What follows belongs to an exercise in optimizing a design on an open flow for a short achievable clock period and few clock cycles per item; a production flow would make more cautious choices.
Only simulation tests tie the RTL to the original design; equivalence was not proved.
Power is estimated from default activity; no workload was simulated.

**flow/run.sh**
```bash
#!/bin/bash
# synth_recipe.tcl (not shown) runs the flow's synth.tcl, then flattens the netlist and writes it again
# the make line also repeats each setting of config.mk as NAME=value (left out here)
make -C /OpenROAD-flow-scripts/flow DESIGN_CONFIG=/design/flow/config.mk WORK_HOME=/design/flow/orfs CLKGATE_MAP_FILE= SYNTH_SCRIPT=/design/flow/synth_recipe.tcl finish
```
**flow/config.mk**
```make
export PLATFORM = sky130hd
export DESIGN_NAME = dcache_ctrl
export DESIGN_NICKNAME = dcache_ctrl
export VERILOG_FILES = /design/flow/design.v
export SDC_FILE = /design/flow/constraint.sdc
export NUM_CORES = 4
export LEC_CHECK = 0
export ABC_CLOCK_PERIOD_IN_PS = 1500
export CAP_MARGIN = 20
export CORE_MARGIN = 2
export CORE_UTILIZATION = 40
export CTS_CLUSTER_DIAMETER = 100
export CTS_CLUSTER_SIZE = 30
export GPL_ROUTABILITY_DRIVEN = 1
export SETUP_SLACK_MARGIN = 3.2
export SLEW_MARGIN = 20
export TNS_END_PERCENT = 100
```
**flow/constraint.sdc**
```tcl
create_clock -name core_clock -period 6.0 [get_ports {clk}]
set_input_delay 1.2000 -clock core_clock [delete_from_list [all_inputs] [get_ports {clk}]]
set_output_delay 1.2000 -clock core_clock [all_outputs]
set_load 0.01 [all_outputs]
```
**flow/design.v**
```verilog
module dcache_ctrl #(
    parameter int TAG_W = 4,
    parameter int IDX_W = 4,
    parameter int QD    = 2
) (
    input  logic                   clk,
    input  logic                   reset_n,
    input  logic                   cpu_req_in,
    input  logic                   cpu_we_in,
    input  logic [11:0]            cpu_addr_in,
    input  logic [31:0]            cpu_wdata_in,
    output logic                   cpu_ready_out,
    output logic                   cpu_done_out,
    output logic [31:0]            cpu_rdata_out,
    output logic                   r_mem_req_out,
    output logic                   w_mem_req_out,
    output logic [TAG_W+IDX_W-1:0] mem_addr_out,
    output logic [1:0]             word_id_out,
    output logic                   mem_wr_en_out,
    output logic [31:0]            data_mem_wr_data_out,
    input  logic                   mem_comp_in,
    input  logic [127:0]           mem_data_in,
    output logic [15:0]            hit_cnt_out,
    output logic [15:0]            miss_cnt_out
);
    localparam int LINES = 1 << IDX_W;
    localparam int LA_W  = TAG_W + IDX_W;
    localparam int QP_W  = 1;    
    logic [LINES-1:0]         valid_q;
    logic [TAG_W-1:0]         tag_q  [LINES];
    logic [127:0]             data_q [LINES];
    logic                     ready_q, done_q;
    logic [31:0]              rdata_q;
    logic [15:0]              hit_cnt_q, miss_cnt_q;
    logic                     lm_wait_q;    
    logic                     rd_out_q;     
    logic [LA_W-1:0]          lm_line_q;
    logic [1:0]               lm_word_q;
    logic [LA_W-1:0]          sq_line_q [QD];
    logic [1:0]               sq_word_q [QD];
    logic [31:0]              sq_data_q [QD];
    logic [QP_W-1:0]          sq_head_q, sq_tail_q;
    logic [QP_W:0]            sq_cnt_q;
    logic                     busy_q;
    logic                     r_req_q, w_req_q, wr_en_q;
    logic [LA_W-1:0]          mem_addr_q;
    logic [1:0]               word_id_q;
    logic [31:0]              wr_data_q;
    logic                     unused_byte;
    logic [IDX_W-1:0]         idx;
    logic [TAG_W-1:0]         tag;
    logic [1:0]               word;
    logic [LINES-1:0]         match;
    logic                     hit;
    logic                     req_ld, req_st, new_lm;
    logic                     mem_free, sq_empty;
    logic                     w_issue, r_issue, enq, deq;
    logic [QP_W:0]            sq_cnt_d;
    logic [15:0]              hit_inc, miss_inc;
    logic [LINES-1:0]         rd_line_sel;
    logic [3:0]               rd_word_sel;
    logic [31:0]              rd_mux;
    assign unused_byte = ^cpu_addr_in[1:0];
    assign word = cpu_addr_in[3:2];
    assign idx  = cpu_addr_in[4 +: IDX_W];
    assign tag  = cpu_addr_in[4+IDX_W +: TAG_W];
    always_comb
        for (int i = 0; i < LINES; i++)
            match[i] = valid_q[i] && tag_q[i] == tag;
    assign hit = match[idx];
    always_comb begin
        for (int i = 0; i < LINES; i++) rd_line_sel[i] = !rd_out_q && idx == IDX_W'(i);
        for (int w = 0; w < 4; w++) rd_word_sel[w] = word == 2'(w);
        rd_mux = {32{rd_out_q}} & mem_data_in[{lm_word_q, 5'd0} +: 32];
        for (int i = 0; i < LINES; i++)
            for (int w = 0; w < 4; w++)
                rd_mux = rd_mux | ({32{rd_line_sel[i] && rd_word_sel[w]}} & data_q[i][32*w +: 32]);
    end
    assign req_ld   = cpu_req_in && !cpu_we_in;
    assign req_st   = cpu_req_in && cpu_we_in;
    assign new_lm   = req_ld && !hit;
    assign mem_free = !busy_q || mem_comp_in;
    assign sq_empty = sq_cnt_q == '0;
    assign w_issue  = mem_free && (!sq_empty || req_st);
    assign r_issue  = mem_free && sq_empty && (lm_wait_q || new_lm);
    assign deq      = mem_free && !sq_empty;
    assign enq      = req_st && !(sq_empty && mem_free);
    assign sq_cnt_d = sq_cnt_q + (QP_W+1)'(enq) - (QP_W+1)'(deq);
    logic [15:0] hit_all1, miss_all1;
    for (genvar k = 0; k < 16; k++) begin : g_inc
        assign hit_all1[k]  = &hit_cnt_q[k:0];
        assign miss_all1[k] = &miss_cnt_q[k:0];
    end
    assign hit_inc  = hit_all1[15]  ? hit_cnt_q  : hit_cnt_q  ^ {hit_all1[14:0], 1'b1};
    assign miss_inc = miss_all1[15] ? miss_cnt_q : miss_cnt_q ^ {miss_all1[14:0], 1'b1};
    assign cpu_ready_out        = ready_q;
    assign cpu_done_out         = done_q;
    assign cpu_rdata_out        = rdata_q;
    assign r_mem_req_out        = r_req_q;
    assign w_mem_req_out        = w_req_q;
    assign mem_addr_out         = mem_addr_q;
    assign word_id_out          = word_id_q;
    assign mem_wr_en_out        = wr_en_q;
    assign data_mem_wr_data_out = wr_data_q;
    assign hit_cnt_out          = hit_cnt_q;
    assign miss_cnt_out         = miss_cnt_q;
    logic [127:0]             wr_src;
    assign wr_src = rd_out_q ? mem_data_in : {4{cpu_wdata_in}};
    always_ff @(posedge clk) begin
        for (int i = 0; i < LINES; i++) begin
            if (rd_out_q && lm_line_q[IDX_W-1:0] == IDX_W'(i))
                tag_q[i] <= lm_line_q[LA_W-1:IDX_W];
            for (int w = 0; w < 4; w++)
                if ((rd_out_q && lm_line_q[IDX_W-1:0] == IDX_W'(i)) ||
                    (req_st && idx == IDX_W'(i) && match[i] && word == 2'(w)))
                    data_q[i][32*w +: 32] <= wr_src[32*w +: 32];
        end
    end
    always_ff @(posedge clk) begin
        rdata_q <= rd_mux;
        if (cpu_req_in) begin
            lm_line_q <= cpu_addr_in[11:4];
            lm_word_q <= word;
        end
        if (enq) begin
            sq_line_q[sq_tail_q] <= cpu_addr_in[11:4];
            sq_word_q[sq_tail_q] <= word;
            sq_data_q[sq_tail_q] <= cpu_wdata_in;
        end
        if (!sq_empty) begin
            mem_addr_q <= sq_line_q[sq_head_q];
            word_id_q  <= sq_word_q[sq_head_q];
            wr_data_q  <= sq_data_q[sq_head_q];
        end else begin
            mem_addr_q <= lm_wait_q ? lm_line_q : cpu_addr_in[11:4];
            word_id_q  <= word;
            wr_data_q  <= cpu_wdata_in;
        end
    end
    always_ff @(posedge clk) begin
        if (!reset_n) begin
            valid_q    <= '0;
            ready_q    <= 1'b0;
            done_q     <= 1'b0;
            hit_cnt_q  <= '0;
            miss_cnt_q <= '0;
            lm_wait_q  <= 1'b0;
            rd_out_q   <= 1'b0;
            sq_head_q  <= '0;
            sq_tail_q  <= '0;
            sq_cnt_q   <= '0;
            busy_q     <= 1'b0;
            r_req_q    <= 1'b0;
            w_req_q    <= 1'b0;
            wr_en_q    <= 1'b0;
        end else begin
            if (rd_out_q && mem_comp_in) valid_q[lm_line_q[IDX_W-1:0]] <= 1'b1;
            ready_q   <= sq_cnt_d != (QP_W+1)'(QD);
            done_q    <= (cpu_req_in && (cpu_we_in || hit)) || (rd_out_q && mem_comp_in);
            if (cpu_req_in) begin
                if (hit) hit_cnt_q  <= hit_inc;
                else     miss_cnt_q <= miss_inc;
            end
            lm_wait_q <= (lm_wait_q || new_lm) && !r_issue;
            rd_out_q  <= r_issue || (rd_out_q && !mem_comp_in);
            if (enq) sq_tail_q <= sq_tail_q + 1'b1;
            if (deq) sq_head_q <= sq_head_q + 1'b1;
            sq_cnt_q  <= sq_cnt_d;
            busy_q    <= w_issue || r_issue || (busy_q && !mem_comp_in);
            r_req_q   <= r_issue;
            w_req_q   <= w_issue;
            wr_en_q   <= w_issue;
        end
    end
endmodule
```
==> summary.txt, run 1 <==
GP Congestion approximately 0.95; total vias in the final route between 60000 and 70000; starting DRC count in detailed routing 15600; Worst R2R Path Depth 11; Mapped Nets 5660; Syn Std Cell Area ~0.089 mm²; Die H roughly 470 µm; Worst-Skew Late Latency a little over 800 ps; CTS tree yes; total CTS buffers ~90; DR vias/cell 7.10; top-count cell post-synth edfxtp_1; clock sink total around 2300; Worst Setup SP rd_out_q$_SDFF_PN0_; final setup fails 0; max_slew headroom between 20% and 30%; CP Launch Type flip-flop; drt first pass iters 10; crit share post-route about half; Die Wd approximately 470 µm; CTS Buffer Depth 3; Cell Area, Placed 0.0986 mm²; highest cell delay on the worst timing path around 710 ps; effective utilization at floorplan between 40% and 50%; outcome finished clean; Final #Nets around 6500; CP cell instances buf_4, buf_4, nor3b_4, buf_4, nand2_8, nor2_4, buf_4, a22oi_1, nand4_1, nor4_1, o211ai_1; Yosys top cell by area edfxtp_1; CP Max Fanout 6; Slowest cell on crit path nor2_4; gr usage total between 30% and 40%; ANT nets after route 0; DRC violations left 0; share of the synthesized area in the top cell type about three quarters; PwrDens about 290 mW/mm²; warnings from Yosys 3; ys async rst share 0%; synth cell count leaders edfxtp_1 (2206), a22oi_1 (609), nand2_1 (480); post-synthesis sequential area ratio ~78%; number of cells on the critical path 11; final wirelength 432 mm; setup repair after global routing missed its margin yes; post-synthesis xor/xnor area fraction less than 1%; Synth Area in Compound Gates 11.2%; reg2reg start rd_out_q$_SDFF_PN0_; fraction of layout cells with a size suffix above 1 around 22%; worst path buffer plus inverter count 4; Lkg Pwr between 30 and 40 nW; Synth Area in Simple Gates 6.15%; CTS clk-pin slew, worst paths roughly 120 ps; number of max-cap violations 0; Yosys cell types 73; r2r setup slk 2960 ps; Final HPWL DP 238 mm; Least-Margin Pin Slew ~1100 ps; end point of the critical path rdata_q[5]$_DFF_P_; # port buffers 285; #FFs+latches synth ~2300; post-synthesis adder-cell area fraction 0.212%; Post-synth EDFFs around 2200; grt ovf 0; main combinational cell family by area after synthesis compound AO/OA/AOI/OAI gates; worst ir drop on vdd 272 µV; Setup Skew approximately 46 ps; vias in the first global route about 60000; Mean Syn Cell Area approximately 16 µm²; CP delay by family, top simple AND/OR/NAND/NOR gates; final hold vios 0; Area growth syn-to-layout 23.0%; first-pass GRT wire length around 550 mm; cell mode on critical path buf_4; DIE AREA about 0.23 mm²; Site Rows 172; RR Endpoint rdata_q[5]$_DFF_P_; Cells after Synth 5468; core area 0.220 mm²; Data arrival, critical path ~3700 ps; Hold Path Class reg -> reg; final max-slew violation count 0; CP Class reg -> reg; Root Driver clkbuf_16; Worst Path Required 6690 ps; Synth area leaders edfxtp_1 (75%), a22oi_1 (5.2%), dfxtp_1 (3.0%); wire length per cell ~46 µm; Critical Path Sink Type flip-flop; maximum clock rate approximately 330 MHz; Tmin final 3040 ps; post-synthesis mux area share under 10%; H-tree depth 3; Top Ports approximately 290; fin area between 0.1 and 0.15 mm²; TNS Setup 0 ps; prevailing post-synth register cell edfxtp_1; initial antenna violation count between 40 and 50; largest net degree at the start of global routing 88
==> tightest hold or removal path, cell delays in order (launching register included) <==
cell and delay, ps:
dfxtp_1 340, nand2_1 60, mux2i_1 50
==> state kept, by name, indices dropped and copies added, names as in the netlist, 4 cells and up, named ones only <==
signal,cells
data_q,2048
hit_cnt_q,16
lm_line_q,8
mem_addr_q,8
miss_cnt_q,16
rdata_q,32
sq_data_q,64
sq_line_q,16
sq_word_q,4
tag_q,64
valid_q,16
wr_data_q,32
==> worst min path at each step <==
stage,to,depth (start not counted),slack [ps],startpoint
after floorplan,valid_q[15]$_SDFFE_PN0P_,2,440,valid_q[15]$_SDFFE_PN0P_
after global placement,valid_q[9]$_SDFFE_PN0P_,2,450,valid_q[9]$_SDFFE_PN0P_
after detailed placement,valid_q[14]$_SDFFE_PN0P_,2,460,valid_q[14]$_SDFFE_PN0P_
after CTS,valid_q[14]$_SDFFE_PN0P_,2,490,valid_q[14]$_SDFFE_PN0P_
after global routing,miss_cnt_q[12]$_SDFFE_PN0P_,2,520,miss_cnt_q[12]$_SDFFE_PN0P_
final,hit_cnt_q[3]$_SDFFE_PN0P_,2,490,hit_cnt_q[3]$_SDFFE_PN0P_
==> layer usage <==
metal | up-vias | track usage [%] | wire [µm]
li1 | 23700 | - | -
met1 | 32700 | 44.8 | 133000
met2 | 7773 | 51.7 | 176000
met3 | 2175 | 15.8 | 78800
met4 | 45 | 28.4 | 43300
met5 | - | 0.0216 | 680
==> timing repair <==
item,CTS,global route
setup buffers,266,139
pin swaps,130,159
endpoints found under the setup margin,3826,932
hold buffers,0,0
cloned,32,16
gates resized for setup,544,260
==> layout by cell type (no fill, tap or decap), types with 25 or more instances in the layout <==
cell type           n
nand2_1           442
o21ai_4            65
nand4_1           107
edfxtp_1         2206
a22oi_2            37
clkdlybuf4s50_1   138
diode_2            42
buf_4             431
a22o_1             46
a22oi_1           572
nand3_1           121
nand2_2            26
a31oi_1            41
nand2b_1           40
mux4_2             32
dfxtp_1           105
a221oi_1           64
buf_12            185
o21ai_0           105
mux2i_1            83
clkbuf_16         106
inv_1              31
a222oi_1           92
xnor2_1            31
o21ai_1            25
dlygate4sd2_1     116
clkbuf_1           58
nor2_1             94
and3_1             31
nor3_1             40
buf_6              78
nor2_4             73
a21oi_1           132
==> logic make-up after synthesis <==
| family | count (synthesis) |
|---|---|
| XOR/XNOR | 70 |
| AO/OA/AOI/OAI | 1371 |
| multiplexers | 140 |
| buffers and inverters | 372 |
| AND/OR/NAND/NOR | 1160 |
| adder cells (fa/ha/maj) | 15 |
| flip-flops | 2340 |
==> metrics by stage <==
stage | std cells | utilization, % | power [mW] | setup WS [ps] | hold slack, ps
final | 9343 | 49.6 | 31.7 | 2960 | 492
after global placement | 8684 | 44.8 | 23.4 | 603 | 446
after CTS | 9146 | 48.2 | 31.2 | 3100 | 487
after floorplan | 5468 | - | 21.2 | 2710 | 437
after global routing | 9311 | 49.5 | 32.2 | 3020 | 516
after detailed placement | 8686 | 44.8 | 23.4 | 584 | 458
==> final cells by class <==
type,count,area (µm²)
fill,18400,111000
sequential,2340,69000
multi-input combinational,2764,21200
timing repair buffer,1043,12300
tap,2958,3700
clock buffer,149,2480
clock inverter,13,145
inverter,34,130
antenna,42,105
==> power breakdown <==
part	switching (mW)	internal, mW
logic	3.29	1.31
clock network	5.09	2.93
registers	0.215	18.9
Testbench counts, summed over its fixed seeds: cycles 42,033, requests 16,000.
==> inputs of run 2 (changes only) <==
--- a/flow/design.v
+++ b/flow/design.v
@@ -34,6 +34,8 @@
     logic [15:0]              hit_cnt_q, miss_cnt_q;
     logic                     lm_wait_q;    
     logic                     rd_out_q;     
+    logic                     rd_gate_q;
+    logic [3:0]               wr_sel_q;
     logic [LA_W-1:0]          lm_line_q;
     logic [1:0]               lm_word_q;
     logic [LA_W-1:0]          sq_line_q [QD];
@@ -69,9 +71,9 @@
             match[i] = valid_q[i] && tag_q[i] == tag;
     assign hit = match[idx];
     always_comb begin
-        for (int i = 0; i < LINES; i++) rd_line_sel[i] = !rd_out_q && idx == IDX_W'(i);
+        for (int i = 0; i < LINES; i++) rd_line_sel[i] = !rd_gate_q && idx == IDX_W'(i);
         for (int w = 0; w < 4; w++) rd_word_sel[w] = word == 2'(w);
-        rd_mux = {32{rd_out_q}} & mem_data_in[{lm_word_q, 5'd0} +: 32];
+        rd_mux = {32{rd_gate_q}} & mem_data_in[{lm_word_q, 5'd0} +: 32];
         for (int i = 0; i < LINES; i++)
             for (int w = 0; w < 4; w++)
                 rd_mux = rd_mux | ({32{rd_line_sel[i] && rd_word_sel[w]}} & data_q[i][32*w +: 32]);
@@ -105,7 +107,9 @@
     assign hit_cnt_out          = hit_cnt_q;
     assign miss_cnt_out         = miss_cnt_q;
     logic [127:0]             wr_src;
-    assign wr_src = rd_out_q ? mem_data_in : {4{cpu_wdata_in}};
+    always_comb
+        for (int w = 0; w < 4; w++)
+            wr_src[32*w +: 32] = wr_sel_q[w] ? mem_data_in[32*w +: 32] : cpu_wdata_in;
     always_ff @(posedge clk) begin
         for (int i = 0; i < LINES; i++) begin
             if (rd_out_q && lm_line_q[IDX_W-1:0] == IDX_W'(i))
@@ -146,6 +150,8 @@
             miss_cnt_q <= '0;
             lm_wait_q  <= 1'b0;
             rd_out_q   <= 1'b0;
+            rd_gate_q  <= 1'b0;
+            wr_sel_q   <= '0;
             sq_head_q  <= '0;
             sq_tail_q  <= '0;
             sq_cnt_q   <= '0;
@@ -163,6 +169,8 @@
             end
             lm_wait_q <= (lm_wait_q || new_lm) && !r_issue;
             rd_out_q  <= r_issue || (rd_out_q && !mem_comp_in);
+            rd_gate_q <= r_issue || (rd_gate_q && !mem_comp_in);
+            for (int w = 0; w < 4; w++) wr_sel_q[w] <= r_issue || (wr_sel_q[w] && !mem_comp_in);
             if (enq) sq_tail_q <= sq_tail_q + 1'b1;
             if (deq) sq_head_q <= sq_head_q + 1'b1;
             sq_cnt_q  <= sq_cnt_d;
==> flow/config.mk (replaced) <==
export PLATFORM = sky130hd
export DESIGN_NAME = dcache_ctrl
export DESIGN_NICKNAME = dcache_ctrl
export VERILOG_FILES = /design/flow/design.v
export SDC_FILE = /design/flow/constraint.sdc
export NUM_CORES = 4
export LEC_CHECK = 0
export CAP_MARGIN = 20
export CORE_MARGIN = 2
export CORE_UTILIZATION = 40
export CTS_CLUSTER_DIAMETER = 100
export CTS_CLUSTER_SIZE = 20
export GPL_ROUTABILITY_DRIVEN = 1
export SETUP_SLACK_MARGIN = 3.3
export SLEW_MARGIN = 20
export TNS_END_PERCENT = 100
==> run 2 against run 1 <==
Effect of this change: global-route usage decreased by 0.37 points; critical path type unchanged; critical path depth decreased by 2; die area increased by 0.36%; design area increased by 0.46%; sequential share of layout area decreased by 0.14 points; total power increased by 4.7%; routed wire length decreased by 1.5%; via count decreased by 1.9%; sequential cell count increased by 5.
==> summary.txt, run 2 <==
wire length per cell 46.6 µm (was 46.2 µm); DR vias/cell 7.13 (was 7.10); grt ovf 0 (unchanged); Cell Area, Placed 0.0991 mm² (was 0.0986 mm²); setup repair after global routing missed its margin yes (unchanged); Fill cells 18300 (was 18400); #FFs+latches synth 2345 (was 2340); CP Class reg -> reg (unchanged); met1 wire length 136 mm (was 133 mm); warnings from Yosys 3 (unchanged); CP cell instances buf_6, or3_4, nor2_4, buf_12, buf_4, a222oi_1, a21oi_1, a2111oi_4, nand3_1 (was buf_4, buf_4, nor3b_4, buf_4, nand2_8, nor2_4, buf_4, a22oi_1, nand4_1, nor4_1, o211ai_1); Cells after Synth 5286 (was 5468); CTS Buffer Depth 3 (unchanged); drt first pass iters 10 (unchanged); PwrDens 303 mW/mm² (was 291 mW/mm²); post-synthesis sequential area ratio 77.6% (was 77.8%); outcome finished clean (unchanged); Worst R2R Path Depth 9 (was 11); GP Congestion 0.968 (was 0.949); Least-Margin Pin Slew 1040 ps (was 1070 ps); Worst-Skew Late Latency 860 ps (was 820 ps); hold_buf cts 0 (unchanged); total vias in the final route 65100 (was 66400); metal2 WL 171 mm (was 176 mm); Slowest cell on crit path a2111oi_4 (was nor2_4); Syn Std Cell Area 0.0890 mm² (was 0.0886 mm²); fin area 0.110 mm² (was 0.109 mm²); pre-CTS WS 806 ps (was 584 ps); starting DRC count in detailed routing 14700 (was 15600); Site Rows 173 (was 172); gr usage total 36.6% (was 36.9%); initial antenna violation count 41 (was 45); max_slew headroom 30.4% (was 28.8%); DRC violations left 0 (unchanged); CP Launch Type flip-flop (unchanged); top-count cell post-synth edfxtp_1 (unchanged); Area growth syn-to-layout 23.2% (was 23.0%); fraction of layout cells with a size suffix above 1 24.5% (was 22.1%); commonest non-fill, non-tap cell in the layout edfxtp_1 (unchanged); highest cell delay on the worst timing path 770 ps (was 710 ps); final max-slew violation count 0 (unchanged); core area 0.222 mm² (was 0.220 mm²); crit share post-route 50.3% (was 50.7%); largest net degree at the start of global routing 80 (was 88); total CTS buffers 135 (was 89); Mean Syn Cell Area 16.8 µm² (was 16.2 µm²); Root Driver clkbuf_16 (unchanged); Post-synth EDFFs 2206 (unchanged); final wirelength 426 mm (was 432 mm); worst ir drop on vdd 340 µV (was 272 µV); maximum clock rate 331 MHz (was 329 MHz); synth cell count leaders edfxtp_1 (2206), a22oi_1 (658), nand2_1 (232) (was edfxtp_1 (2206), a22oi_1 (609), nand2_1 (480)); Yosys cell types 71 (was 73); Data arrival, critical path 3700 ps (was 3730 ps); Hold Path Class reg -> reg (unchanged); CTS clk-pin slew, worst paths 90 ps (was 120 ps); top sig layer met5 (unchanged); H-tree depth 4 (was 3); vias in the first global route 58900 (about the same); first-pass GRT wire length 547 mm (was 551 mm); number of max-cap violations 0 (unchanged); Final HPWL DP 236 mm (was 238 mm); DIE AREA 0.226 mm² (was 0.225 mm²); share of the synthesized area in the top cell type 74.5% (was 74.7%); Most flops, register data_q (unchanged); Critical Path Sink Type flip-flop (unchanged); commonest non-fill, non-tap cells in the layout edfxtp_1 (2206), a22oi_1 (627), buf_4 (357) (was edfxtp_1 (2206), a22oi_1 (572), nand2_1 (442)); r2r setup slk 2980 ps (was 2960 ps); effective utilization at floorplan 40.1% (was 40.3%); prevailing post-synth register cell edfxtp_1 (unchanged); post-layout util 49.4% (was 49.6%); ANT nets after route 0 (unchanged); number of cells on the critical path 9 (was 11); Largest register FFs 2048 (unchanged); Mapped Nets 5478 (was 5660); final setup fails 0 (unchanged); clock sink total 2345 (was 2340); setup ws final 2980 ps (was 2960 ps); Worst Path Required 6680 ps (was 6690 ps); worst path buffer plus inverter count 3 (was 4); routed wl met3 78.7 mm (was 78.8 mm); Die Wd 476 µm (was 475 µm); Final #Nets 6221 (was 6464); CP Max Fanout 12 (was 6); # port buffers 285 (unchanged); CTS tree yes (unchanged); Tmin final 3020 ps (was 3040 ps); Worst Hold Depth 2 (unchanged); Tot Pwr 33.2 mW (was 31.7 mW); TNS Setup 0 ps (unchanged); final hold vios 0 (unchanged); ys async rst share 0% (unchanged); Die H 476 µm (was 475 µm); biggest regs data_q: 2048 flops, sq_data_q: 64 flops, tag_q: 64 flops (unchanged); Synth area leaders edfxtp_1 (74%), a22oi_1 (5.6%), dfxtp_1 (3.1%) (was edfxtp_1 (75%), a22oi_1 (5.2%), dfxtp_1 (3.0%)); Top Ports 288 (unchanged); Lkg Pwr 34.8 nW (was 35.2 nW); Yosys top cell by area edfxtp_1 (unchanged); Setup Skew 48.0 ps (was 45.9 ps); CP delay by family, top compound AO/OA/AOI/OAI gates (was simple AND/OR/NAND/NOR gates)
## run 2: layer usage
| metal | vias to the layer above | track usage [%] |
|---|---|---|
| li1 | 23200 | - |
| met1 | 32400 | 44.8 |
| met2 | 7445 | 50.6 |
| met3 | 2024 | 17.7 |
| met4 | 46 | 24.5 |
| met5 | - | 1.43 |
## run 2: area by class of cell
cell class	instances	area, µm²	area share (%)
Sequential cell	2345	69200	63.1
Multi-Input combinational cell	2576	21300	19.4
Antenna cell	24	60.1	0.0548
Clock buffer	229	3790	3.46
Inverter	33	126	0.115
Tap cell	2975	3720	3.40
Timing Repair Buffer	938	11200	10.2
Clock inverter	13	210	0.192
## run 2: timing repair
| action | 4_1_cts | 5_1_grt |
|---|---|---|
| buffers inserted | 224 | 80 |
| pin swaps | 136 | 92 |
| cloned | 24 | 10 |
| gates resized for setup | 667 | 220 |
| setup endpoints to repair | 2295 | 706 |
## run 2: final timing paths
path / from / end
max: rd_gate_q$_SDFF_PN0_ / rdata_q[4]$_DFF_P_
min: miss_cnt_q[12]$_SDFFE_PN0P_ / miss_cnt_q[12]$_SDFFE_PN0P_
max reg2reg: rd_gate_q$_SDFF_PN0_ / rdata_q[4]$_DFF_P_
min reg2reg: miss_cnt_q[12]$_SDFFE_PN0P_ / miss_cnt_q[12]$_SDFFE_PN0P_
## run 2: report_power, final
group / leakage, nW / total [mW] / switching [mW] / internal [mW]
sequential: 21.0 / 18.9 / 0.213 / 18.7
clock: 1.90 / 9.95 / 5.54 / 4.41
combinational: 11.8 / 4.38 / 3.03 / 1.35
## run 2: cells by family (layout without fill, tap and decap cells)
| kind of cell | after synthesis | after routing | share of synthesized area (%) |
|---|---|---|---|
| DFF | 2345 | 2345 | 77.6 |
| AOI/OAI and AO/OA | 1399 | 1399 | 11.4 |
| and+or+nand+nor | 827 | 828 | 4.63 |
| buffers and inverters | 366 | 1213 | 1.85 |
| muxes | 263 | 263 | 3.64 |
| xor gates and xnor gates | 71 | 71 | 0.699 |
| adders and majority gates | 15 | 15 | 0.211 |
| other | 0 | 24 | 0 |
## run 2: per-stage QoR
stage	hold slack [ps]	instances
final	478	9133
after global placement	454	8529
after floorplan	437	5286
after CTS	481	9019
after detailed placement	463	8529
after global routing	502	9113
## run 2: worst min-delay path: stages, from the launching register on
cell and delay [ps]:
dfxtp_2 340, nand2_1 50, mux2i_1 50
Testbench counts of run 2, summed over its fixed seeds: cycles 42,033, requests 16,000.
==> inputs of run 3 (changes only) <==
--- a/flow/config.mk
+++ b/flow/config.mk
@@ -6,11 +6,13 @@
 export NUM_CORES = 4
 export LEC_CHECK = 0
 export CAP_MARGIN = 20
+export CELL_PAD_IN_SITES_DETAIL_PLACEMENT = 1
+export CELL_PAD_IN_SITES_GLOBAL_PLACEMENT = 2
 export CORE_MARGIN = 2
-export CORE_UTILIZATION = 40
+export CORE_UTILIZATION = 36
 export CTS_CLUSTER_DIAMETER = 100
 export CTS_CLUSTER_SIZE = 20
 export GPL_ROUTABILITY_DRIVEN = 1
-export SETUP_SLACK_MARGIN = 3.3
+export SETUP_SLACK_MARGIN = 3.4
 export SLEW_MARGIN = 20
 export TNS_END_PERCENT = 100
==> run 3 against run 2 <==
Effect of this change: still clean; clock-buffer cell count decreased by 10; core utilization is 2.3 points lower; non-clock buffer count rose by 338; worst hold slack better by 6.2 ps; sequential cell count did not move; synthesized cell count is the same; setup slack improved by 160 ps; design area increased by 5.6%; sequential share of layout area decreased by 3.3 points; total power increased by 2.6%; critical endpoint is now rdata_q[25]$_DFF_P_.
==> summary.txt, run 3 <==
share of the synthesized area in the top cell type 74.5% (unchanged); top-count cell post-synth edfxtp_1 (unchanged); Setup Skew 60.3 ps (was 48.0 ps); DIE AREA 0.251 mm² (was 0.226 mm²); Psw 9.32 mW (was 8.78 mW); pre-CTS WS 809 ps (was 806 ps); Final #Nets 6562 (was 6221); Tot Pwr 34.1 mW (was 33.2 mW); maximum clock rate 349 MHz (was 331 MHz); Largest register FFs 2048 (unchanged); ANT nets after route 0 (unchanged); wire length per cell 52.0 µm (was 46.6 µm); hold_buf cts 0 (unchanged); Synth Area in Simple Gates 4.63% (unchanged); post-synthesis adder-cell area fraction 0.211% (unchanged); flip-flop and latch area 0.0692 mm² (about the same); internal power 24.8 mW (was 24.5 mW); fraction of layout cells with a size suffix above 1 31.9% (was 24.5%); crit share post-route 47.7% (was 50.3%); worst ir drop on vdd 276 µV (was 340 µV); outcome finished clean (unchanged); hold path startpoint valid_q[9]$_SDFFE_PN0P_ (was miss_cnt_q[12]$_SDFFE_PN0P_); commonest non-fill, non-tap cell in the layout edfxtp_1 (unchanged); Most flops, register data_q (unchanged); Post-synth EDFFs 2206 (unchanged); Data arrival, critical path 3580 ps (was 3700 ps); effective utilization at floorplan 36.2% (was 40.1%); Area growth syn-to-layout 30.1% (was 23.2%); Fill cells 23100 (was 18300); Site Rows 182 (was 173); TNS Setup 0 ps (unchanged); initial antenna violation count 50 (was 41); post-layout util 47.1% (was 49.4%); warnings from Yosys 3 (unchanged); total CTS buffers 137 (was 135); commonest non-fill, non-tap cells in the layout edfxtp_1 (2206), a22oi_1 (602), buf_4 (497) (was edfxtp_1 (2206), a22oi_1 (627), buf_4 (357)); CP Max Fanout 8 (was 12); Worst Path Required 6710 ps (was 6680 ps); Mapped Nets 5478 (unchanged); Worst-Skew Late Latency 880 ps (was 860 ps); core area 0.246 mm² (was 0.222 mm²); Yosys cell types 71 (unchanged); Hold Path Class reg -> reg (unchanged); cell mode on critical path buf_12; DR vias/cell 6.92 (was 7.13); final hold vios 0 (unchanged); Cells after Synth 5286 (unchanged); Root Driver clkbuf_16 (unchanged); final max-slew violation count 0 (unchanged); vias in the first global route 61800 (was 58900); Least-Margin Pin Slew 910 ps (was 1040 ps); footprint of the multi-input gates 0.0222 mm² (was 0.0213 mm²); Lkg Pwr 37.5 nW (was 34.8 nW); post-synthesis sequential area ratio 77.6% (unchanged); Top Ports 288 (unchanged); # port buffers 285 (unchanged); synth cell count leaders edfxtp_1 (2206), a22oi_1 (658), nand2_1 (232) (unchanged); gr usage total 37.5% (was 36.6%); first-pass GRT wire length 617 mm (was 547 mm); max_slew headroom 39.2% (was 30.4%); Clock power frac 30.4% (was 29.9%); final wirelength 505 mm (was 426 mm); Yosys top cell by area edfxtp_1 (unchanged); CP cell instances buf_8, buf_12, nand2b_4, buf_6, nor2_4, buf_12, buf_12, buf_16, buf_12, buf_16, buf_12, a22oi_1, nand4_1, a211oi_1, o211ai_1 (was buf_6, or3_4, nor2_4, buf_12, buf_4, a222oi_1, a21oi_1, a2111oi_4, nand3_1); Die Wd 501 µm (was 476 µm); CTS Buffer Depth 3 (unchanged); post-synthesis xor/xnor area fraction 0.699% (unchanged); Tmin final 2860 ps (was 3020 ps); #FFs+latches synth 2345 (unchanged); number of max-cap violations 0 (unchanged); setup repair after global routing missed its margin yes (unchanged); highest cell delay on the worst timing path 390 ps (was 770 ps); Sequential Power Share 55.5% (was 56.9%); Worst Setup SP cpu_addr_in[5] (was rd_gate_q$_SDFF_PN0_); switch share 27.3% (was 26.4%); drt first pass iters 8 (was 10); DRC violations left 0 (unchanged); Syn Std Cell Area 0.0890 mm² (unchanged); Die H 501 µm (was 476 µm); post-synthesis mux area share 3.64% (unchanged); reg2reg start rd_gate_q$_SDFF_PN0_ (unchanged); main combinational cell family by area after synthesis compound AO/OA/AOI/OAI gates (unchanged); clock sink total 2345 (unchanged); Critical Path Sink Type flip-flop (unchanged); combinational cell fraction of total power 14.1% (was 13.2%); Synth area leaders edfxtp_1 (74%), a22oi_1 (5.6%), dfxtp_1 (3.1%) (unchanged); CP Launch Type input port (was flip-flop); grt ovf 0 (unchanged); GP Congestion 0.912 (was 0.968); ys async rst share 0% (unchanged); CTS clk-pin slew, worst paths 90 ps (about the same); PwrDens 295 mW/mm² (was 303 mW/mm²); CP Class in -> reg (was reg -> reg); setup ws final 3140 ps (was 2980 ps); starting DRC count in detailed routing 13000 (was 14700); CTS tree yes (unchanged); Slowest cell on crit path a211oi_1 (was a2111oi_4); prevailing post-synth register cell edfxtp_1 (unchanged); total vias in the final route 67300 (was 65100); biggest regs data_q: 2048 flops, sq_data_q: 64 flops, tag_q: 64 flops (unchanged); H-tree depth 4 (unchanged); Final HPWL DP 275 mm (was 236 mm); largest net degree at the start of global routing 72 (was 80); final setup fails 0 (unchanged); Mean Syn Cell Area 16.8 µm² (unchanged); Synth Area in Compound Gates 11.4% (unchanged)
## run 3: area by class of cell
class                      count  share of cell area, %
clock buffer                 219                   3.38
inverter                      33                  0.112
timing repair buffer        1276                   13.7
multi-input combinational   2577                   19.2
tap                         3220                   3.48
sequential                  2345                   59.8
antenna                       28                 0.0606
clock inverter                17                  0.231
## run 3: final timing paths
kind | to | slack [ps] | cells after the start
worst max-delay path | rdata_q[25]$_DFF_P_ | 3140 | 15
worst min-delay path | valid_q[9]$_SDFFE_PN0P_ | 480 | 2
worst max register to register | rdata_q[5]$_DFF_P_ | 3150 | 8
worst min register to register | valid_q[9]$_SDFFE_PN0P_ | 480 | 2
## run 3: metal layers
metal  share of wire (%)  track usage [%]  vias to the layer above  routed length, µm
li1                    -                -                    23900                  -
met2                  43             55.9                     6279             215000
met1                  34             47.3                    35300             172000
met3                  14             11.5                     1786              72100
met5                0.21            0.656                        -               1070
met4                 8.8             24.3                       40              44500
## run 3: worst max-delay path, delay by kind of cell
family          cells  cell delay, ps
buf+inv             9            1220
compound gates      3             760
simple gates        3             320
## run 3: power groups by stage
| stage | registers [mW] | clock network (mW) | logic, mW |
|---|---|---|---|
| after floorplan | 19.3 | 0 | 1.69 |
| after global placement | 19.3 | 0 | 3.98 |
| after detailed placement | 19.3 | 0 | 4.03 |
| after CTS | 19.0 | 10.3 | 4.37 |
| after global routing | 19.0 | 10.8 | 4.80 |
| final | 18.9 | 10.4 | 4.80 |
## run 3: what timing repair did
item                       4_1_cts  5_1_grt
setup endpoints to repair     2275     1081
cloned                          42       41
gates resized for setup       1173      379
buffers inserted               374      177
pin swaps                      213      222
## run 3: cell families after synthesis
group | count (synthesis)
multiplexers | 263
XOR/XNOR | 71
adder cells (fa/ha/maj) | 15
flip-flops | 2345
AO/OA/AOI/OAI | 1399
AND/OR/NAND/NOR | 827
buffers and inverters | 366
## run 3: through the flow
| step | std cells | hold slack (ps) | instance area (µm²) |
|---|---|---|---|
| after floorplan | 5286 | 437 | 90900 |
| after global placement | 8815 | 453 | 99700 |
| after detailed placement | 8817 | 461 | 99800 |
| after CTS | 9469 | 486 | 111000 |
| after global routing | 9692 | 518 | 116000 |
| final | 9715 | 485 | 116000 |
==> inputs of run 4 (changes only) <==
--- a/flow/config.mk
+++ b/flow/config.mk
@@ -13,6 +13,6 @@
 export CTS_CLUSTER_DIAMETER = 100
 export CTS_CLUSTER_SIZE = 20
 export GPL_ROUTABILITY_DRIVEN = 1
-export SETUP_SLACK_MARGIN = 3.4
+export SETUP_SLACK_MARGIN = 3.6
 export SLEW_MARGIN = 20
 export TNS_END_PERCENT = 100
==> run 4 against run 3 <==
Effect of this change: sequential share of layout area fell by 3.9 points; largest cell class unchanged; design area rose by 7.0%; core utilization rose by 3.3 points; synthesized cell count did not move; clock power barely moved; combinational power rose by 12%; die area did not move; via count rose by 9.3%; clock-buffer cell count fell by 5; register-to-register slack got worse by 330 ps; highest routed layer unchanged; critical endpoint is now rdata_q[1]$_DFF_P_; first-iteration DRC count rose by 22%.
==> summary.txt, run 4 <==
total vias in the final route 73500 (was 67300); number of max-cap violations 0 (unchanged); CTS tree yes (unchanged); Die H 501 µm (unchanged); synth cell count leaders edfxtp_1 (2206), a22oi_1 (658), nand2_1 (232) (unchanged); CP Class in -> reg (unchanged); #FFs+latches synth 2345 (unchanged); Site Rows 182 (unchanged); fin area 0.124 mm² (was 0.116 mm²); Top Ports 288 (unchanged); Fill cells 22500 (was 23100); ANT nets after route 0 (unchanged); CTS clk-pin slew, worst paths 90 ps (about the same); Post-synth EDFFs 2206 (unchanged); Die Wd 501 µm (unchanged); top-count cell post-synth edfxtp_1 (unchanged); Critical Path Sink Type flip-flop (unchanged); drt first pass iters 14 (was 8); wire length per cell 57.5 µm (was 52.0 µm); Data arrival, critical path 3910 ps (was 3580 ps); Hold Path Class reg -> reg (unchanged); biggest regs data_q: 2048 flops, sq_data_q: 64 flops, tag_q: 64 flops (unchanged); crit share post-route 53.5% (was 47.7%); share of the synthesized area in the top cell type 74.5% (unchanged); Lkg Pwr 40.8 nW (was 37.5 nW); prevailing post-synth register cell edfxtp_1 (unchanged); flip-flop and latch area 0.0692 mm² (about the same); fraction of layout cells with a size suffix above 1 35.5% (was 31.9%); Synth area leaders edfxtp_1 (74%), a22oi_1 (5.6%), dfxtp_1 (3.1%) (unchanged); hold_buf cts 0 (unchanged); largest net degree at the start of global routing 74 (was 72); Final HPWL DP 282 mm (was 275 mm); setup repair after global routing missed its margin yes (unchanged); GP Congestion 0.930 (was 0.912); grt ovf 0 (unchanged); initial antenna violation count 60 (was 50); worst ir drop on vdd 273 µV (was 276 µV); vias in the first global route 64200 (was 61800); Tmin final 3210 ps (was 2860 ps); Yosys top cell by area edfxtp_1 (unchanged); warnings from Yosys 3 (unchanged); final hold vios 0 (unchanged); Worst Path Required 6700 ps (was 6710 ps); Final #Nets 6891 (was 6562); clock sink total 2345 (unchanged); CTS Buffer Depth 3 (unchanged); core area 0.246 mm² (unchanged); Cells after Synth 5286 (unchanged); Least-Margin Pin Slew 956 ps (was 910 ps); post-layout util 50.4% (was 47.1%); Mapped Nets 5478 (unchanged); DR vias/cell 7.29 (was 6.92); Root Driver clkbuf_16 (unchanged); ys async rst share 0% (unchanged); final max-slew violation count 0 (unchanged); H-tree depth 4 (unchanged); Syn Std Cell Area 0.0890 mm² (unchanged); CP Launch Type input port (unchanged); first-pass GRT wire length 689 mm (was 617 mm); gr usage total 42.8% (was 37.5%); commonest non-fill, non-tap cell in the layout edfxtp_1 (unchanged); final wirelength 580 mm (was 505 mm); commonest non-fill, non-tap cells in the layout edfxtp_1 (2206), a22oi_1 (613), buf_4 (456) (was edfxtp_1 (2206), a22oi_1 (602), buf_4 (497)); DRC violations left 0 (unchanged); outcome finished clean (unchanged); setup ws final 2790 ps (was 3140 ps); Most flops, register data_q (unchanged); Cell Area, Placed 0.100 mm² (was 0.0998 mm²); PwrDens 281 mW/mm² (was 295 mW/mm²); Largest register FFs 2048 (unchanged); Tot Pwr 34.8 mW (was 34.1 mW); Setup Skew 61.2 ps (was 60.3 ps); final setup fails 0 (unchanged); total CTS buffers 138 (was 137); maximum clock rate 312 MHz (was 349 MHz); Yosys cell types 71 (unchanged); Worst-Skew Late Latency 910 ps (was 880 ps); post-synthesis sequential area ratio 77.6% (unchanged); effective utilization at floorplan 36.2% (unchanged); max_slew headroom 36.3% (was 39.2%); starting DRC count in detailed routing 15900 (was 13000); Area growth syn-to-layout 39.2% (was 30.1%); # port buffers 285 (unchanged); pre-CTS WS 515 ps (was 809 ps); CP Max Fanout 8 (unchanged); DIE AREA 0.251 mm² (unchanged); Mean Syn Cell Area 16.8 µm² (unchanged); TNS Setup 0 ps (unchanged); footprint of the multi-input gates 0.0223 mm² (was 0.0222 mm²)
==> run 4: cells by family after synthesis <==
group                    Yosys count  share of synthesized area, %
flip-flops                      2345                          77.6
multiplexers                     263                          3.64
AO/OA/AOI/OAI                   1399                          11.4
adder cells (fa/ha/maj)           15                         0.211
buffers and inverters            366                          1.85
XOR/XNOR                          71                         0.699
AND/OR/NAND/NOR                  827                          4.63
==> run 4: what timing repair did <==
item,CTS,global route
hold endpoints to repair,0,0
buffers inserted,528,202
endpoints found under the setup margin,2298,2219
resized for setup,1692,377
gates cloned,144,59
pin swaps,275,205
==> run 4: power breakdown <==
group | switching (mW) | internal [mW] | total, mW
Clock | 5.93 | 4.59 | 10.5
Sequential | 0.239 | 18.7 | 19.0
Combinational | 3.61 | 1.75 | 5.36
==> run 4: area by class of cell <==
cell class / instances / area share (%)
Clock buffer: 214 / 3.12
Tap cell: 3220 / 3.25
Timing Repair Buffer: 1604 / 19.2
Sequential cell: 2345 / 55.9
Multi-Input combinational cell: 2577 / 18.0
Clock inverter: 21 / 0.237
Inverter: 33 / 0.126
Antenna cell: 77 / 0.156
==> run 4: through the flow <==
step / hold slack (ps) / std cells
finish: 489 / 10100
CTS: 487 / 9753
detailed placement: 465 / 8846
global placement: 453 / 8842
floorplan: 437 / 5286
global route: 514 / 10000
==> run 4: routing by layer <==
metal | vias up | share of wire, % | global-route usage (%)
li1 | 24700 | - | -
met1 | 38000 | 32 | 50.0
met3 | 2642 | 17 | 20.7
met5 | - | 0.44 | 0.830
met4 | 57 | 11 | 31.7
met2 | 8156 | 40 | 60.6
==> run 4: worst max-delay path, cell delays in order <==
cell and delay, ps:
buf_16 140, buf_4 160, nor2_4 340, nand2_4 140, buf_12 180, buf_6 170
nor2_1 650, a22oi_1 170, nand4_1 190, nor3_1 60, nand4_1 450
==> run 4: path summary, 6_finish.rpt <==
check	start	to	slack [ps]	cells after the start
max	cpu_addr_in[7]	rdata_q[1]$_DFF_P_	2790	11
min	miss_cnt_q[1]$_SDFFE_PN0P_	miss_cnt_q[1]$_SDFFE_PN0P_	490	2
max reg2reg	rd_gate_q$_SDFF_PN0_	rdata_q[1]$_DFF_P_	2820	9
min reg2reg	miss_cnt_q[1]$_SDFFE_PN0P_	miss_cnt_q[1]$_SDFFE_PN0P_	490	2
==> inputs of run 5 (changes only) <==
--- a/flow/config.mk
+++ b/flow/config.mk
@@ -9,10 +9,10 @@
 export CELL_PAD_IN_SITES_DETAIL_PLACEMENT = 1
 export CELL_PAD_IN_SITES_GLOBAL_PLACEMENT = 2
 export CORE_MARGIN = 2
-export CORE_UTILIZATION = 36
+export CORE_UTILIZATION = 33
 export CTS_CLUSTER_DIAMETER = 100
 export CTS_CLUSTER_SIZE = 20
 export GPL_ROUTABILITY_DRIVEN = 1
-export SETUP_SLACK_MARGIN = 3.6
+export SETUP_SLACK_MARGIN = 3.5
 export SLEW_MARGIN = 20
 export TNS_END_PERCENT = 100
==> run 5 against run 4 <==
Effect of this change: combinational power shrank 5.6%; sequential share of layout area grew 1.8 points; via count shrank 4.4%; total power shrank 1.2%; non-clock buffer count shrank 181; area after synthesis is the same; worst hold slack gained 5.2 ps; clock skew shrank 14 ps; critical endpoint is now rdata_q[17]$_DFF_P_; largest power group unchanged; clock power is essentially flat; die area grew 9.0%; first-iteration DRC count shrank 6.1%.
==> summary.txt, run 5 <==
outcome finished clean (unchanged); Final #Nets 6710 (was 6891); flip-flop and latch area 0.0692 mm² (about the same); Final HPWL DP 279 mm (was 282 mm); gr usage total 36.9% (was 42.8%); CP Launch Type input port (unchanged); final setup fails 0 (unchanged); total CTS buffers 137 (was 138); Tot Pwr 34.4 mW (was 34.8 mW); Most flops, register data_q (unchanged); commonest non-fill, non-tap cells in the layout edfxtp_1 (2206), a22oi_1 (610), buf_4 (496) (was edfxtp_1 (2206), a22oi_1 (613), buf_4 (456)); post-synthesis sequential area ratio 77.6% (unchanged); Area growth syn-to-layout 34.9% (was 39.2%); biggest regs data_q: 2048 flops, sq_data_q: 64 flops, tag_q: 64 flops (unchanged); Sequential Power Share 55.2% (was 54.4%); share of the synthesized area in the top cell type 74.5% (unchanged); clock sink total 2345 (unchanged); Cells after Synth 5286 (unchanged); CP Max Fanout 6 (was 8); starting DRC count in detailed routing 14900 (was 15900); CTS clk-pin slew, worst paths 90 ps (about the same); CP Class in -> reg (unchanged); TNS Setup 0 ps (unchanged); first-pass GRT wire length 656 mm (was 689 mm); Largest register FFs 2048 (unchanged); Psw 9.55 mW (was 9.77 mW); maximum clock rate 326 MHz (was 312 MHz); switch share 27.8% (was 28.1%); largest net degree at the start of global routing 77 (was 74); Mean Syn Cell Area 16.8 µm² (unchanged); Least-Margin Pin Slew 949 ps (was 956 ps); number of max-cap violations 0 (unchanged); Syn Std Cell Area 0.0890 mm² (unchanged); Worst Path Required 6770 ps (was 6700 ps); Root Driver clkbuf_16 (unchanged); internal power 24.9 mW (was 25.1 mW); Top Ports 288 (unchanged); top-count cell post-synth edfxtp_1 (unchanged); gr busiest metal met2 (unchanged); drt first pass iters 7 (was 14); Setup Skew 47.0 ps (was 61.2 ps); commonest non-fill, non-tap cell in the layout edfxtp_1 (unchanged); Yosys top cell by area edfxtp_1 (unchanged); CTS Buffer Depth 3 (unchanged); Critical Path Sink Type flip-flop (unchanged); final max-slew violation count 0 (unchanged); Hold Path Class reg -> reg (unchanged); M1 GR Usage 45.1% (was 50.0%); Worst-Skew Late Latency 870 ps (was 910 ps); Tmin final 3070 ps (was 3210 ps); Data arrival, critical path 3840 ps (was 3910 ps); Mapped Nets 5478 (unchanged); Site Rows 190 (was 182); ys async rst share 0% (unchanged); footprint of the multi-input gates 0.0222 mm² (was 0.0223 mm²); DR vias/cell 6.88 (was 7.29); worst ir drop on vdd 323 µV (was 273 µV); vias in the first global route 63100 (was 64200); final wirelength 549 mm (was 580 mm); max_slew headroom 36.7% (was 36.3%); warnings from Yosys 3 (unchanged); Post-synth EDFFs 2206 (unchanged); setup repair after global routing missed its margin yes (unchanged); initial antenna violation count 62 (was 60); GP Congestion 0.924 (was 0.930); #FFs+latches synth 2345 (unchanged); DIE AREA 0.274 mm² (was 0.251 mm²); combinational cell fraction of total power 14.7% (was 15.4%); prevailing post-synth register cell edfxtp_1 (unchanged); final hold vios 0 (unchanged); wire length per cell 53.8 µm (was 57.5 µm); met3 GRT Util 13.8% (was 20.7%); crit share post-route 51.1% (was 53.5%); GR Util met2 54.0% (was 60.6%); hold_buf cts 0 (unchanged); Synth area leaders edfxtp_1 (74%), a22oi_1 (5.6%), dfxtp_1 (3.1%) (unchanged); Fill cells 25600 (was 22500); CTS tree yes (unchanged); core area 0.268 mm² (was 0.246 mm²); synth cell count leaders edfxtp_1 (2206), a22oi_1 (658), nand2_1 (232) (unchanged); ANT nets after route 0 (unchanged); # port buffers 285 (unchanged); total vias in the final route 70300 (was 73500); fraction of layout cells with a size suffix above 1 33.5% (was 35.5%); H-tree depth 4 (unchanged); Die H 523 µm (was 501 µm); Lkg Pwr 38.9 nW (was 40.8 nW); Die Wd 523 µm (was 501 µm); PwrDens 287 mW/mm² (was 281 mW/mm²); Yosys cell types 71 (unchanged); DRC violations left 0 (unchanged); grt ovf 0 (unchanged); Clock power frac 30.1% (was 30.2%); effective utilization at floorplan 33.2% (was 36.2%)
## run 5: power groups by stage
stage / logic (mW) / clock network (mW) / registers [mW]
after floorplan: 1.71 / 0 / 19.3
after global placement: 4.01 / 0 / 19.3
after detailed placement: 4.05 / 0 / 19.3
after CTS: 4.57 / 10.2 / 19.0
after global routing: 5.03 / 10.7 / 19.1
final: 5.06 / 10.3 / 19.0
## run 5: layout make-up
class,count,area share (%)
antenna,50,0.104
clock inverter,21,0.271
timing repair buffer,1423,16.5
multi-input combinational,2578,18.5
sequential,2345,57.7
inverter,33,0.112
clock buffer,211,3.11
tap,3552,3.70
## run 5: logic make-up (layout without fill, tap and decap cells)
group                      count (synthesis)  after routing  share of synthesized area (%)
buffers and inverters                    366           1688                           1.85
other                                      0             50                              0
muxes                                    263            263                           3.64
adders and majority gates                 15             15                          0.211
DFF                                     2345           2345                           77.6
xor gates and xnor gates                  71             71                          0.699
and+or+nand+nor                          827            830                           4.63
AOI/OAI and AO/OA                       1399           1399                           11.4
## run 5: layer usage
layer	vias up	part of all wire (%)
met5	-	0.18
li1	24200	-
met1	36800	33
met3	2115	16
met4	32	9.5
met2	7119	41
## run 5: path summary, 6_finish.rpt
kind	from	endpoint	slack [ps]	depth (start not counted)
worst min register to register	valid_q[10]$_SDFFE_PN0P_	valid_q[10]$_SDFFE_PN0P_	490	2
worst max-delay path	cpu_addr_in[6]	rdata_q[17]$_DFF_P_	2930	11
worst max register to register	rd_gate_q$_SDFF_PN0_	rdata_q[24]$_DFF_P_	3060	11
worst min-delay path	valid_q[10]$_SDFFE_PN0P_	valid_q[10]$_SDFFE_PN0P_	490	2
## run 5: per-stage QoR
step	hold slack (ps)	cell area, µm²	cells	setup WS [ps]	util (%)
after floorplan	437	91000	5286	2590	-
after global placement	453	101000	9178	347	37.5
after detailed placement	464	101000	9180	289	37.5
after CTS	487	115000	9920	3230	42.8
after global routing	512	120000	10200	2960	44.7
final	494	120000	10200	2930	44.7
## run 5: repair_timing
item,CTS,global route
hold endpoints to repair,0,0
gates cloned,86,73
pin swaps,237,160
gates resized for setup,1457,362
setup endpoints to repair,2316,1679
buffers inserted,422,170
## run 5: worst max-delay path, stage by stage
cell,delay (ps)
bufbuf_16,270
nor3b_2,440
nand3_1,210
buf_4,240
nor2_1,320
buf_4,390
a22oi_1,160
nand4_1,240
nor4_2,60
buf_4,140
nand4_1,130

==> static timing again, ports no longer ideal <==
The flow's constraints put no driver on any port. The routed layouts listed below were extracted and timed again, unchanged, in two steps. Step 1 (the two cells are an assumption about what drives the block):
set clk [get_ports {clk}]
set_driving_cell -lib_cell sky130_fd_sc_hd__clkbuf_16 $clk
set_driving_cell -lib_cell sky130_fd_sc_hd__buf_2 [delete_from_list [all_inputs] $clk]
Step 2 also shifts input and output timing later by t, the mid clock arrival at the registers, as if the neighbouring blocks saw the same clock. a / b / c = ideal ports / drivers / drivers and shift; a / b = the first two.
run	t, ns	setup slack, ns	worst setup path at the end
run 1	0.883	2.960 / 2.833 / 1.950	input to register
run 2	0.939	2.980 / 2.761 / 1.822	input to register
run 3	0.958	3.136 / 3.078 / 2.120	input to register
run 4	0.970	2.790 / 2.622 / 1.651	input to register
run 5	0.951	2.933 / 2.830 / 1.879	input to register
After both steps setup and hold are still met in every run listed. For run 2, which loses most, drivers alone change the setup slack by -0.219 ns; drivers and shift together by -1.158 ns.
